Source: an optimization exercise on an open RTL-to-GDS flow (aim: small area, a short achievable clock period and few clock cycles per item). Production flows keep margins and buffers that such runs may drop.
Only simulation tests tie the RTL to the original design; equivalence was not proved.
No activity file was given, so power comes from the tool's default toggle rates.

## try-zinc
// proj_readout_top
module proj_readout_top (
    input  logic         clk,
    input  logic         rst,
    input  logic         event_start,    
    input  logic [71:0]  item_count,     
    input  logic [527:0] mem_data,       
    input  logic         out_ack,        
    output logic [11:0]  mem_rd_en,      
    output logic [59:0]  mem_rd_addr,    
    output logic [53:0]  out_word,       
    output logic         out_req,        
    output logic         done            
);
For scale: about 580 cells after synthesis, about 73 flip-flops, about 730 I/O pins, about 5500 µm² of cells after synthesis.
export LEC_CHECK = 0
export CAP_MARGIN = 20
export CORE_AREA = 10 10 300 300
export DIE_AREA = 0 0 310 310
export PLACE_DENSITY = 0.6
export SLEW_MARGIN = 20
export SYNTH_HIERARCHICAL = 1
export SYNTH_MINIMUM_KEEP_SIZE = 0
create_clock -name core_clock -period 4.5 [get_ports {clk}]
run.sh (not shown) runs the stock make flow with config.mk's settings and CLKGATE_MAP_FILE= SYNTH_SCRIPT=/design/flow/synth_recipe.tcl, a recipe that flattens the netlist after the stock synthesis.
try-zinc: flow completed, timing, DRC and antenna clean
Testbench counts of try-zinc, summed over its fixed seeds: cycles 92,696, words 22,694.
--- input diff try-zinc..try-cedar ---
- SETUP_SLACK_MARGIN: unset -> 2.6
- CORE_AREA: 10 10 300 300 -> 5 5 245 245
- DIE_AREA: 0 0 310 310 -> 0 0 250 250
==> flow/flow/run.sh (new file) <==
#!/bin/bash
# Standard layout, with the smallest buffer on every input and output port.
set -uo pipefail
export BUFFER_PORTS_ARGS="-buffer_cell sky130_fd_sc_hd__buf_1"
bash standard.sh > standard.log 2>&1
==> flow/standard.sh (new file) <==
#!/bin/bash
# synth_recipe.tcl (not shown) runs the flow's synth.tcl, then flattens the netlist and writes it again
# the make line also repeats each setting of config.mk as NAME=value (left out here)
make -C /OpenROAD-flow-scripts/flow DESIGN_CONFIG=/design/flow/config.mk WORK_HOME=/design/flow/orfs CLKGATE_MAP_FILE= SYNTH_SCRIPT=/design/flow/synth_recipe.tcl "${@:-finish}"
removed: flow/run.sh
Findings:
Status | try-cedar and try-zinc | clean. Re period utilization: try-cedar and try-zinc aren't equal, and the lower value belongs to try-cedar. NOTE: design area in try-cedar falls short of that of try-zinc. Compared try-cedar vs try-zinc, and proportion of cell area occupied by registers is up in try-cedar. Compared with try-zinc, in try-cedar leakage component of the power decreased by about 11% relative to the old numbers; area growth from synthesis to final layout decreased by 35 points relative to the old numbers; clock network power consumption decreased by about 0.5% relative to the old numbers.
The following lists how try-lagoon was set up differently from try-cedar:
- CORE_AREA changed from 5 5 245 245 to 5 5 155 155
- DIE_AREA changed from 0 0 250 250 to 0 0 160 160
Findings:
Against try-cedar, height of the die in try-lagoon fell by more than a quarter. Every run in try-cedar and try-lagoon closed cleanly, with the single exception of try-lagoon. try-lagoon did not run to completion, as it errored out during I/O pin placement. try-lagoon and try-cedar ended up with roughly the same area of the mapped netlist. | site row count | try-lagoon vs try-cedar | 39% lower |.


Another version of the RTL of proj_readout_top (not shown whole).
Size in the first run: about 620 cells after synthesis, ~6100 sq um of cells after synthesis.
clock: 4.5 ns
lec_check: 0
cap_margin: 20
core_area: 5 5 245 245
die_area: 0 0 250 250
place_density: 0.6
setup_slack_margin: 2.5
slew_margin: 20
synth_hierarchical: 1
synth_minimum_keep_size: 0
standard.sh (not shown) runs the stock make flow with config.mk's settings and CLKGATE_MAP_FILE= SYNTH_SCRIPT=/design/flow/synth_recipe.tcl, a recipe that flattens the netlist after the stock synthesis.
==> flow/flow/run.sh <==
#!/bin/bash
# Standard layout, with the smallest buffer on every input and output port.
set -uo pipefail
export BUFFER_PORTS_ARGS="-buffer_cell sky130_fd_sc_hd__buf_1"
bash standard.sh > standard.log 2>&1
Testbench counts at the start, summed over its fixed seeds: cycles 93,176, words 22,694.
Rerun with:
SETUP_SLACK_MARGIN = 2.2   (was 2.5)
First-iteration DRC count goes down by 0.40%.
Sequential power hardly moves.
Worst setup slack got worse by 0.21 ns.
Final cell count goes down by 0.48%.
Clock power is about the same.
Count of clock-buffer cells in the layout is unchanged.
Total power is about the same.
Routed wire length stays flat.
Cell area goes down by 1.4%.
Via count goes down by 0.47%.
Rerun with:
==> flow/flow/run.sh (replaced) <==
#!/bin/bash
# Standard layout, with the smallest buffer on every input and output port
# and pins allowed one routing track apart.
set -uo pipefail
export BUFFER_PORTS_ARGS="-buffer_cell sky130_fd_sc_hd__buf_1"
export PLACE_PINS_ARGS="-min_distance 1 -min_distance_in_tracks"
bash standard.sh > standard.log 2>&1
CORE_AREA = 5 5 195 195   (was 5 5 245 245)
DIE_AREA = 0 0 200 200   (was 0 0 250 250)
SETUP_SLACK_MARGIN = 2.4   (was 2.2)
Result: The new run went through all stages and came out clean; via count rises by 0.85%; total power shrinks by 5.3%; non-clock buffer count increases by 7; worst hold slack barely changes; global-route usage goes up by 4.6 points; sequential share of layout area is higher by 0.66 points; setup slack gains 0.21 ns; design area drops by 2.8%; fmax rises by 10%.
Rerun with:
==> flow/flow/run.sh (replaced) <==
#!/bin/bash
# Standard layout, with the smallest buffer on every input and output port.
set -uo pipefail
export BUFFER_PORTS_ARGS="-buffer_cell sky130_fd_sc_hd__buf_1"
bash standard.sh > standard.log 2>&1
CORE_AREA = 5 5 245 245   (was 5 5 195 195)
DIE_AREA = 0 0 250 250   (was 0 0 200 200)
The changed run passed the timing, design-rule and antenna checks.
Worst setup slack stays flat.
Worst hold slack stays flat.
Final cell count came out higher by about a fifth.
Non-clock buffer count came out higher by 2.
Total power rose by a few percent.
Wire length goes up by about a fifth.
Count of clock-buffer cells in the layout came out lower by 1.
Die area climbs by well over a third.
Rerun with:
ABC_AREA = 1   (was default)
The changed run produced a clean layout.
Sequential share of layout area drops by 4.7 points.
Core utilization goes up by 4.8 points.
Power goes up by 2.2%.
Non-clock buffer count went down by 16.
Via count grows by 23%.
Register-to-register slack improved by 0.12 ns.
Worst setup slack loses 0.030 ns.
Hold slack gains 0.0075 ns.
Cell area grows by 28%.
Final cell count increases by 48%.
Area after synthesis grows by 47%.
Rerun with:
ABC_AREA = default   (was 1)
SETUP_SLACK_MARGIN = 2.7   (was 2.4)
What happened: Cell count drops by 31%; die area does not change; worst setup slack improved by 0.092 ns; count of clock-buffer cells in the layout goes down by 1; worst hold slack gets better by 0.0096 ns; power came out higher by 2.6%; wire length goes up by 14%; clock power rose by about 2%.


The RTL this note starts from:
==> flow/design.v <==
module aoi222 (
    input  logic a1, a2,
    input  logic b1, b2,
    input  logic c1, c2,
    output logic y
);
    assign y = ~((a1 & a2) | (b1 & b2) | (c1 & c2));
endmodule
module proj_readout_top (
    input  logic         clk,
    input  logic         rst,
    input  logic         event_start,    
    input  logic [71:0]  item_count,     
    input  logic [527:0] mem_data,       
    input  logic         out_ack,        
    output logic [11:0]  mem_rd_en,      
    output logic [59:0]  mem_rd_addr,    
    output logic [53:0]  out_word,       
    output logic         out_req,        
    output logic         done            
);
    localparam int N_MEM = 12;
    logic             busy;       
    logic             init;       
    logic             wait1;      
    logic             arm;        
    logic             fin;        
    logic [2:0]       bx;         
    logic [3:0]       k;          
    logic [4:0]       a;          
    logic [N_MEM-1:0] nzq;        
    logic [5:0]       cnt;        
    logic [3:0]       nk;         
    logic             any_q;      
    logic             eom_q;      
    logic [43:0]      data_q;     
    logic             last_q;     
    logic [N_MEM-1:0] nz;         
    logic [N_MEM-1:0] above;      
    logic [3:0]       k_above;    
    logic             end_of_mem;
    logic             accept;     
    logic             ack_seen;   
    logic             idle_link;  
    always_comb begin
        for (int j = 0; j < N_MEM; j++) begin
            nz[j]    = |item_count[6*j +: 6];
            above[j] = nzq[j] && (init || (4'(j) > k));
        end
        k_above = '0;
        for (int j = N_MEM - 1; j >= 0; j--) begin
            if (above[j]) k_above = 4'(j);
        end
    end
    logic [N_MEM-1:0] kdec;       
    logic [N_MEM-1:0] ksel;       
    logic [5:0]       cnt_n [N_MEM/3];
    logic [43:0]      data_n [N_MEM/3];
    logic [5:0]       cnt_sel;
    logic [43:0]      data_sel;
    always_comb begin
        for (int j = 0; j < N_MEM; j++) begin
            kdec[j] = (k == 4'(j));
        end
    end
    for (genvar g = 0; g < N_MEM / 3; g++) begin : g_grp
        for (genvar i = 0; i < 6; i++) begin : g_cnt
            aoi222 u_aoi (
                .a1 (kdec[3*g]),     .a2 (item_count[6*(3*g) + i]),
                .b1 (kdec[3*g + 1]), .b2 (item_count[6*(3*g + 1) + i]),
                .c1 (kdec[3*g + 2]), .c2 (item_count[6*(3*g + 2) + i]),
                .y  (cnt_n[g][i])
            );
        end
        for (genvar i = 0; i < 44; i++) begin : g_dat
            aoi222 u_aoi (
                .a1 (ksel[3*g]),     .a2 (mem_data[44*(3*g) + i]),
                .b1 (ksel[3*g + 1]), .b2 (mem_data[44*(3*g + 1) + i]),
                .c1 (ksel[3*g + 2]), .c2 (mem_data[44*(3*g + 2) + i]),
                .y  (data_n[g][i])
            );
        end
    end
    assign cnt_sel  = ~(cnt_n[0] & cnt_n[1] & cnt_n[2] & cnt_n[3]);
    assign data_sel = ~(data_n[0] & data_n[1] & data_n[2] & data_n[3]);
    assign end_of_mem = ({1'b0, a} + 6'd1) == cnt;
    assign accept     = event_start && !busy;
    assign ack_seen   = out_req && out_ack;
    assign idle_link  = !out_req && !out_ack;
    always_ff @(posedge clk) begin
        if (rst) begin
            busy    <= 1'b0;
            init    <= 1'b0;
            wait1   <= 1'b0;
            arm     <= 1'b0;
            fin     <= 1'b0;
            out_req <= 1'b0;
            done    <= 1'b0;
            bx      <= 3'd7;
        end else begin
            done  <= 1'b0;
            init  <= 1'b0;
            wait1 <= init;
            if (accept) begin
                busy <= 1'b1;
                init <= 1'b1;
                arm  <= 1'b0;
                fin  <= 1'b0;
                bx   <= bx + 3'd1;
            end else if (busy) begin
                if (wait1) arm <= 1'b1;
                if (init) begin
                    if (nzq == '0) begin
                        done <= 1'b1;          
                        busy <= 1'b0;
                    end
                end else if (ack_seen) begin
                    out_req <= 1'b0;
                    if (last_q) fin <= 1'b1;
                end else if (idle_link) begin
                    if (fin) begin
                        done <= 1'b1;          
                        busy <= 1'b0;
                    end else if (arm) begin
                        out_req <= 1'b1;
                    end
                end
            end
        end
    end
    always_ff @(posedge clk) begin
        if (init) begin
            a <= '0;
            k <= k_above;
        end else if (ack_seen) begin
            if (!eom_q) begin
                a <= a + 5'd1;
            end else if (!last_q) begin
                a <= '0;
                k <= nk;
            end
        end
    end
    always_ff @(posedge clk) begin
        nzq    <= nz;
        nk     <= k_above;
        any_q  <= |above;
        ksel   <= kdec;
        cnt    <= cnt_sel;
        data_q <= data_sel;
        eom_q  <= end_of_mem;
        last_q <= end_of_mem && !any_q;
    end
    assign mem_rd_en   = '1;
    assign mem_rd_addr = {N_MEM{a}};
    assign out_word    = {last_q, bx, k, 2'b00, data_q};
endmodule
==> flow/config.mk <==
export PLATFORM = sky130hd
export DESIGN_NAME = proj_readout_top
export DESIGN_NICKNAME = proj_readout_top
export VERILOG_FILES = /design/flow/design.v
export SDC_FILE = /design/flow/constraint.sdc
export NUM_CORES = 4
export LEC_CHECK = 0
export CAP_MARGIN = 20
export CORE_AREA = 5 5 245 245
export DIE_AREA = 0 0 250 250
export PLACE_DENSITY = 0.85
export SETUP_SLACK_MARGIN = 2.4
export SLEW_MARGIN = 20
export SYNTH_HIERARCHICAL = 1
export SYNTH_MINIMUM_KEEP_SIZE = 0
==> flow/constraint.sdc <==
create_clock -name core_clock -period 4.5 [get_ports {clk}]
set_input_delay 0.9000 -clock core_clock [delete_from_list [all_inputs] [get_ports {clk}]]
set_output_delay 0.9000 -clock core_clock [all_outputs]
set_load 0.01 [all_outputs]
==> flow/flow/run.sh <==
#!/bin/bash
# Standard layout, with the smallest buffer on every input and output port.
set -uo pipefail
export BUFFER_PORTS_ARGS="-buffer_cell sky130_fd_sc_hd__buf_1"
bash standard.sh > standard.log 2>&1
Testbench counts at the start, summed over its fixed seeds: cycles 93,176, words 22,694.
==> next run, changes <==
Settings changed: CAP_MARGIN 20 to 5, GPL_ROUTABILITY_DRIVEN set to 0, PLACE_DENSITY 0.85 to 0.6, SLEW_MARGIN 20 to 5.
The changed run finished clean.
Wire length decreases by 7.3%.
Global-route usage decreases by 1.2 points.
Synthesized cell count stays the same.
Synthesized area does not change.
Clock power drops by 3.0%.
Maximum frequency goes down by 0.98%.
Total power shrinks by 1.8%.
Core utilization hardly moves.
Non-clock buffer count increases by 6.
Hold slack hardly moves.
Clock skew stays flat.


## job 101
proj_readout_top, a different RTL version from the one above (not shown whole).
For scale: roughly 610 cells after synthesis, about 95 flip-flops, roughly 730 I/O pins, ~5900 µm² of cells after synthesis.
Settings: LEC_CHECK=0, CAP_MARGIN=20, CORE_AREA=5 5 245 245, DIE_AREA=0 0 250 250, PLACE_DENSITY=0.6, SETUP_SLACK_MARGIN=2.5, SLEW_MARGIN=20, SYNTH_HIERARCHICAL=1, SYNTH_MINIMUM_KEEP_SIZE=0; clock period 4.5 ns.
Scripts as last shown in full above: flow/flow/run.sh
Testbench counts of job 101, summed over its fixed seeds: cycles 92,778, words 22,694.
## Diff of input files: job 102 against job 101
--- a/flow/config.mk
+++ b/flow/config.mk
@@ -12 +12 @@
-export SETUP_SLACK_MARGIN = 2.5
+export SETUP_SLACK_MARGIN = 2.4
--- outcome ---
Compared with job 101, job 102 shows a higher switching power share of the total.
For the met3 usage, job 102 came in 0.73 points lower than job 101 did.
Per-cell routed wire length: higher on job 101
Compared with job 101, in job 102 hold slack flat; slack of the critical path decreased by 0.057 ns relative to the old numbers; proportion of cell area occupied by registers neither gained nor lost much.


## old
Another version of the RTL of proj_readout_top (not shown whole).
Size in the first run: ~100 flip-flops, about 6100 µm² of cells after synthesis.
// proj_readout_top
module proj_readout_top (
    input  logic         clk,
    input  logic         rst,
    input  logic         event_start,    
    input  logic [71:0]  item_count,     
    input  logic [527:0] mem_data,       
    input  logic         out_ack,        
    output logic [11:0]  mem_rd_en,      
    output logic [59:0]  mem_rd_addr,    
    output logic [53:0]  out_word,       
    output logic         out_req,        
    output logic         done            
);
clock: 4.5 ns
lec_check: 0
cap_margin: 20
core_area: 5 5 245 245
die_area: 0 0 250 250
place_density: 0.6
setup_slack_margin: 2.5
slew_margin: 20
synth_hierarchical: 1
synth_minimum_keep_size: 0
Scripts as last shown in full above: flow/flow/run.sh
old was carried through to the last stage, and its layout satisfied the timing, design-rule and antenna checks.
Testbench counts of old, summed over its fixed seeds: cycles 92,895, words 22,694.
Here is what was changed in the inputs of new compared with old.
- a change of SETUP_SLACK_MARGIN from 2.5 to 2.4
--- outcome ---
The lower proportion of power drawn by combinational gates of new and old is in new.
Design internal power ended up about 2% lower on new than on old.
Diff old -> new | switching power as a share of total power | increase of 0.27 points
In the flow results for new and old, the worst slack on hold paths is smaller on new.
The fraction of met1 tracks used by global routing number comes out higher for old vs new.
new ended up with a lower wire length of the first global-routing pass than old did.
Worst setup slack was higher in old than in new.
Row final cell count: new lower / old higher
Compared with old, new shows power that has gone down slightly.

re-timing with driven ports:
In the flow no input, the clock included, has a driving cell. The finished layouts below were timed again as built, in two steps.
Step 1, drivers: a clkbuf_16 drives clk and a buf_2 each remaining input, both assumed.
Step 2 also shifts input and output timing later by t, the mid clock arrival at the registers, as if the neighbouring blocks saw the same clock.
Three values: no drivers, after step 1, after step 2; two values: the first two.
| run | t, ns | setup slack, ns | clock arrival spread, ns | cell pins on the clock port's net |
|---|---|---|---|---|
| try-zinc | 0.436 | 1.246 / 1.246 / 1.086 | 0.020 / 0.020 | 1 |
| try-cedar | 0.433 | 2.167 / 2.161 / 1.728 | 0.021 / 0.021 | 1 |
| the first run of note 2 | 0.429 | 2.497 / 2.497 / 2.217 | 0.027 / 0.027 | 1 |
| the second run of note 2 | 0.429 | 2.282 / 2.241 / 2.262 | 0.028 / 0.028 | 1 |
| the third run of note 2 | 0.407 | 2.493 / 2.455 / 2.260 | 0.025 / 0.025 | 1 |
| the fourth run of note 2 | 0.428 | 2.490 / 2.472 / 2.230 | 0.028 / 0.028 | 1 |
| the fifth run of note 2 | 0.433 | 2.460 / 2.411 / 2.232 | 0.018 / 0.018 | 1 |
| the sixth run of note 2 | 0.434 | 2.552 / 2.543 / 2.345 | 0.024 / 0.024 | 1 |
| the first run of note 3 | 0.433 | 2.421 / 2.385 / 2.183 | 0.020 / 0.020 | 1 |
| the second run of note 3 | 0.430 | 2.400 / 2.400 / 2.228 | 0.018 / 0.019 | 1 |
| job 101 | 0.429 | 2.525 / 2.514 / 2.236 | 0.018 / 0.018 | 1 |
| job 102 | 0.429 | 2.467 / 2.428 / 2.108 | 0.014 / 0.013 | 1 |
| old | 0.433 | 2.465 / 2.465 / 2.220 | 0.019 / 0.018 | 1 |
| new | 0.430 | 2.439 / 2.395 / 2.207 | 0.018 / 0.018 | 1 |
After both steps every run listed still meets setup and hold. The setup slack of try-cedar, which loses most, moves by -0.006 ns with the drivers and by -0.439 ns with both steps.
